This is an optimization exercise on Yosys and OpenROAD, whose aim is small area, not a production implementation.
The RTL was checked by simulation tests, not by an equivalence proof against the original design.
Power and IR drop assume default switching activity.

==> flow/design.v <==
module br_predictor #(
   parameter int IDX_W = 6,
   parameter int CNT_W = 16
) (
   input  logic             i_clk,
   input  logic             i_rst,
   input  logic [31:0]      i_if_pc,
   output logic             o_pred_taken,
   output logic [31:0]      o_pred_target,
   output logic [IDX_W-1:0] o_pred_ghr,
   input  logic             i_upd_vld,
   input  logic [31:0]      i_upd_pc,
   input  logic             i_upd_taken,
   input  logic [31:0]      i_upd_target,
   input  logic             i_upd_pred_taken,
   input  logic [31:0]      i_upd_pred_target,
   input  logic [IDX_W-1:0] i_upd_ghr,
   output logic             o_mispred,
   output logic [31:0]      o_redirect_pc,
   output logic [CNT_W-1:0] o_br_cnt,
   output logic [CNT_W-1:0] o_mispred_cnt
);
   localparam int unsigned ENTRIES = 1 << IDX_W;
   localparam int          TAG_W   = 30 - IDX_W;
   logic             valid_q  [ENTRIES];
   logic [TAG_W-1:0] tag_q    [ENTRIES];
   logic [31:0]      target_q [ENTRIES];
   logic [1:0]       ctr_q    [ENTRIES];
   logic [IDX_W-1:0] ghr;
   logic [IDX_W-1:0] upd_hist;
   logic [IDX_W-1:0] lk_idx;
   logic             lk_hit;
   logic [IDX_W-1:0] upd_idx;
   logic             upd_hit;
   logic             wr_en;
   logic [31:0]      wr_target;
   logic [1:0]       wr_ctr;
   logic [CNT_W-1:0] br_cnt_q, br_cnt_d;
   logic [CNT_W-1:0] mis_cnt_q, mis_cnt_d;
   logic             unused_bits;
   assign unused_bits = ^{i_if_pc[1:0], i_upd_ghr};
   logic [IDX_W-1:0] ghr_q, ghr_d;
   assign ghr      = ghr_q;
   assign upd_hist = i_upd_ghr;
   always_comb begin
      ghr_d = ghr_q;
      if (i_upd_vld) ghr_d = {ghr_q[IDX_W-2:0], i_upd_taken};
   end
   always_ff @(posedge i_clk) begin
      if (i_rst) ghr_q <= '0;
      else       ghr_q <= ghr_d;
   end
   assign lk_idx  = i_if_pc[IDX_W+1:2] ^ ghr;
   assign lk_hit  = valid_q[lk_idx] && (tag_q[lk_idx] == i_if_pc[31:IDX_W+2]);
   assign upd_idx = i_upd_pc[IDX_W+1:2] ^ upd_hist;
   assign upd_hit = valid_q[upd_idx] && (tag_q[upd_idx] == i_upd_pc[31:IDX_W+2]);
   assign o_pred_taken  = lk_hit & ctr_q[lk_idx][1];
   assign o_pred_target = target_q[lk_idx];
   assign o_pred_ghr    = ghr;
   assign o_mispred = i_upd_vld & ((i_upd_taken ^ i_upd_pred_taken) |
                                   (i_upd_taken & (i_upd_target != i_upd_pred_target)));
   assign o_redirect_pc = i_upd_taken ? i_upd_target : i_upd_pc + 32'd4;
   always_comb begin
      wr_en     = 1'b0;
      wr_target = target_q[upd_idx];
      wr_ctr    = ctr_q[upd_idx];
      if (i_upd_vld) begin
         if (upd_hit) begin
            wr_en = 1'b1;
            if (i_upd_taken) begin
               wr_target = i_upd_target;
               if (ctr_q[upd_idx] != 2'b11) wr_ctr = ctr_q[upd_idx] + 2'd1;
            end else begin
               if (ctr_q[upd_idx] != 2'b00) wr_ctr = ctr_q[upd_idx] - 2'd1;
            end
         end else if (i_upd_taken) begin
            wr_en     = 1'b1;
            wr_target = i_upd_target;
            wr_ctr    = 2'b10;
         end
      end
   end
   always_ff @(posedge i_clk) begin
      if (i_rst) begin
         for (int unsigned i = 0; i < ENTRIES; i++) begin
            valid_q[i]  <= 1'b0;
            tag_q[i]    <= '0;
            target_q[i] <= '0;
            ctr_q[i]    <= 2'b01;
         end
      end else if (wr_en) begin
         valid_q[upd_idx]  <= 1'b1;
         tag_q[upd_idx]    <= i_upd_pc[31:IDX_W+2];
         target_q[upd_idx] <= wr_target;
         ctr_q[upd_idx]    <= wr_ctr;
      end
   end
   always_comb begin
      br_cnt_d  = br_cnt_q;
      mis_cnt_d = mis_cnt_q;
      if (i_upd_vld && (br_cnt_q != '1)) br_cnt_d  = br_cnt_q + CNT_W'(1);
      if (o_mispred && (mis_cnt_q != '1)) mis_cnt_d = mis_cnt_q + CNT_W'(1);
   end
   always_ff @(posedge i_clk) begin
      if (i_rst) begin
         br_cnt_q  <= '0;
         mis_cnt_q <= '0;
      end else begin
         br_cnt_q  <= br_cnt_d;
         mis_cnt_q <= mis_cnt_d;
      end
   end
   assign o_br_cnt      = br_cnt_q;
   assign o_mispred_cnt = mis_cnt_q;
endmodule
==> flow/run.sh <==
#!/bin/bash
# synth_recipe.tcl (not shown) runs the flow's synth.tcl, then flattens the netlist and writes it again
# the make line also repeats each setting of config.mk as NAME=value (left out here)
make -C /OpenROAD-flow-scripts/flow DESIGN_CONFIG=/design/flow/config.mk WORK_HOME=/design/flow/orfs CLKGATE_MAP_FILE= SYNTH_SCRIPT=/design/flow/synth_recipe.tcl finish
==> flow/config.mk <==
export PLATFORM = sky130hd
export DESIGN_NAME = br_predictor
export DESIGN_NICKNAME = br_predictor
export VERILOG_FILES = /design/flow/design.v
export SDC_FILE = /design/flow/constraint.sdc
export NUM_CORES = 4
export LEC_CHECK = 0
export CAP_MARGIN = 20
export CORE_MARGIN = 2
export CORE_UTILIZATION = 40
export SLEW_MARGIN = 20
==> flow/constraint.sdc <==
create_clock -name core_clock -period 12.0 [get_ports {i_clk}]
set_input_delay 2.4000 -clock core_clock [delete_from_list [all_inputs] [get_ports {i_clk}]]
set_output_delay 2.4000 -clock core_clock [all_outputs]
set_load 0.01 [all_outputs]
==> results.ini <==
[drt]
dr.pass1.iters = 9
drt-wirelength-per-cell_um = 37.51
drc = 0
vias = 122600
ant_nets = 0
viasPerCell = 6.264
drt-total-wl_um = 734100
first_iter_violations = 19860

[clock_tree]
cts_buffer_depth = 4
ctsHoldBuffers = 0
tritoncts = yes
cts_buffers = 411
clk_latency_ps = 1090
clkTransAtPathRegs_ps = 60
cts_resized = 0
post-cts-setup-buffers = 0
root_buffer = clkbuf_16
htree_levels = 5
cts.sinks = 3814

[pwr]
leakage_nw = 72.53
finalPower_mw = 33.22
ir_worst_vdd_v = 0.0001246
powerDensity_nw_per_um2 = 156.5

[synth]
synth_edf_count = 3712
ys_top_cells_by_area = edfxtp_1, mux4_2, and2_1
ys_warn_count = 1
synth_ff_type = edfxtp_1
synth.ff_latch_count = 3814
synth_nets = 13240
ys_async_sr_fraction_pct = 0
synth.distinct_cells = 76
synth_area_sq_um = 187800
yosysTopAreaCellShare_pct = 59.37
yosysTopAreaCell = edfxtp_1
avgSynthCellArea_sq_um = 14.33
syn_inst = 13100
ys_seq_area_share_pct = 60.46

[floorplanning]
start_util_pct = 40.18
die_y_um = 689.1
ioPinCount = 243
core_area_sq_um = 467300
die_x_um = 689.1
die-area_sq_um = 474900
rows = 251

[placed_design]
numPortBuffers = 240
place_ws_ps = 764.8
routabilityCongestion = 1.039
hpwl_um = 455600

[critical_path]
crit_type = primary input to output port
setup.worst_path.end_class = output port
required_ps = 9600
cp.arrival_ps = 9310
crit_fanout = 10
startpoint_type = primary input

[sta]
rsz0062_at_grt = no
final.setup.worst_slack_ps = 291.0
min_period_ps = 11710
finalHoldViolations = 0
finalClockSkew_ps = 96.43
finalCritPeriodShare_pct = 97.57
worst_slew_pin_slew_ps = 1365
fin_tns_setup_ps = 0
setup_violations = 0
fmax_mhz = 85.40
slew_headroom_pct = 8.992
slew_viol_final = 0

[outcome]
outcome = finished clean

[final_layout]
fillerInstances = 40840
final_common_cell = edfxtp_1
drive_above_1_share_pct = 21.77
fin_nets = 13130
layout_common_cells = edfxtp_1, and2_1, mux4_2
area_growth_pct = 13.08

[grt]
grt_start_max_net_pins = 126
antenna_found_initial = 81
gr-total-overflow = 0
grt_pass1_vias = 116800
grt_usage_pct = 30.27
grt_pass1_wl_um = 993700

[hold_path]
hold_class = flop to flop

[flow_run]
max_cap_violations = 0

==> power breakdown <==
part	internal, mW	leakage (nW)	switching, mW	total, mW
Clock	7.11	6.37	5.57	12.7
Combinational	1.67	30.2	3.37	5.04
Sequential	15.2	36.0	0.258	15.5
Total	24.0	72.5	9.20	33.2
==> worst max-delay path, stage by stage <==
cell,delay (ps)
clkdlybuf4s50_1,780
xor2_4,660
buf_4,380
buf_4,190
mux4_2,510
nand2_1,160
and3_1,180
a311oi_1,110
a311oi_1,990
buf_4,260
a31oi_1,50
xnor2_1,150
nand4_1,120
or4_1,910
nor4_2,530
buf_4,280
clkdlybuf4s50_1,570
==> routing by layer <==
layer	track usage, %	wire [um]	vias up
met3	10.09	94120	1986
met2	44.63	319900	8564
met5	0.1020	514	-
li1	-	-	48910
met1	38.27	263100	63100
met4	19.34	56540	43
==> worst paths after layout <==
check	start	endpoint	slack (ps)	depth (start not counted)
worst max-delay path	i_if_pc[2]	o_pred_taken	290	17
worst min-delay path	valid_q[55]	valid_q[55]	480	1
worst max register to register	tag_q[51][12]	tag_q[20][1]	6300	13
worst min register to register	valid_q[55]	valid_q[55]	480	1
==> state kept, by name, indices dropped and copies added, names as in the netlist <==
| register | flops |
|---|---|
| tag_q | 1536 |
| br_cnt_q | 16 |
| valid_q | 64 |
| ghr_q | 6 |
| ctr_q | 128 |
| mis_cnt_q | 16 |
| target_q | 2048 |
==> final cells by class <==
type / count / area, sq um / area share, %
Antenna cell: 43 / 107.6 / 0.05068
Clock buffer: 526 / 10950 / 5.159
Clock inverter: 232 / 2138 / 1.007
Inverter: 7 / 33.78 / 0.01591
Multi-Input combinational cell: 7902 / 69810 / 32.88
Sequential cell: 3814 / 113500 / 53.47
Tap cell: 6198 / 7755 / 3.653
Timing Repair Buffer: 851 / 7991 / 3.764
==> cell usage after synthesis, types with 7 or more instances <==
library cell,count
nor3_1,58
buf_8,12
nor2b_1,61
buf_2,161
and3_1,206
nand3_1,230
nand2_1,816
a21oi_1,96
nor4_1,46
nor4_4,61
or2_2,60
buf_4,98
and2_1,3489
or3_1,15
mux4_2,1114
mux2i_1,28
o31ai_1,16
a31oi_1,74
buf_6,55
clkbuf_1,921
a21o_1,60
a211oi_1,15
nor2_1,165
a311oi_1,111
mux2_2,180
a22oi_1,52
o221ai_1,137
xnor2_1,78
o21ai_0,132
o22ai_1,386
edfxtp_1,3712
a221oi_1,7
xor2_1,63
o41ai_1,19
nand4_1,23
o211ai_1,16
buf_1,130
dfxtp_1,102
==> logic make-up after synthesis <==
kind of cell / count (synthesis) / share of synthesized area (%)
fa+ha+maj: 4 / 0.02533
xor+xnor: 147 / 0.7097
buf+inv: 1385 / 3.365
mux: 1323 / 14.60
compound gates: 1176 / 4.320
simple gates: 5252 / 16.53
flops: 3814 / 60.46
==> metrics by stage <==
stage	cells	util, %	cell area [sq um]	hold slack, ps
after floorplan	13100	-	187800	440.4
after global placement	18770	42.57	198900	459.7
after detailed placement	18770	42.59	199000	460.0
after CTS	19530	45.39	212100	473.8
after global routing	19540	45.41	212200	485.1
final	19570	45.43	212300	477.7

## port drivers added, routing unchanged
The flow's constraints put no driver on any port. The routed layout listed below was extracted and timed again, unchanged, in two steps. Step 1, drivers: a clkbuf_16 drives i_clk and a buf_2 each remaining input, both assumed. Step 2 moves the port delays by t, midway between the first and last clock arrival at a register: inputs arrive t later, outputs are due t later. That takes back most of the time a late clock gives input paths. Three values: ideal ports, drivers, drivers and shift; two values: the first two.
shift t [ns]: 1.140
setup WS [ns]: 0.291 / 0.268 / 0.268
worst hold slack (ns): 0.478 / 0.478 / 0.478
worst setup path after step 2: input to output
After both steps this run still meets setup and hold. For this run, drivers alone change the setup slack by -0.023 ns; drivers and shift together by -0.023 ns.
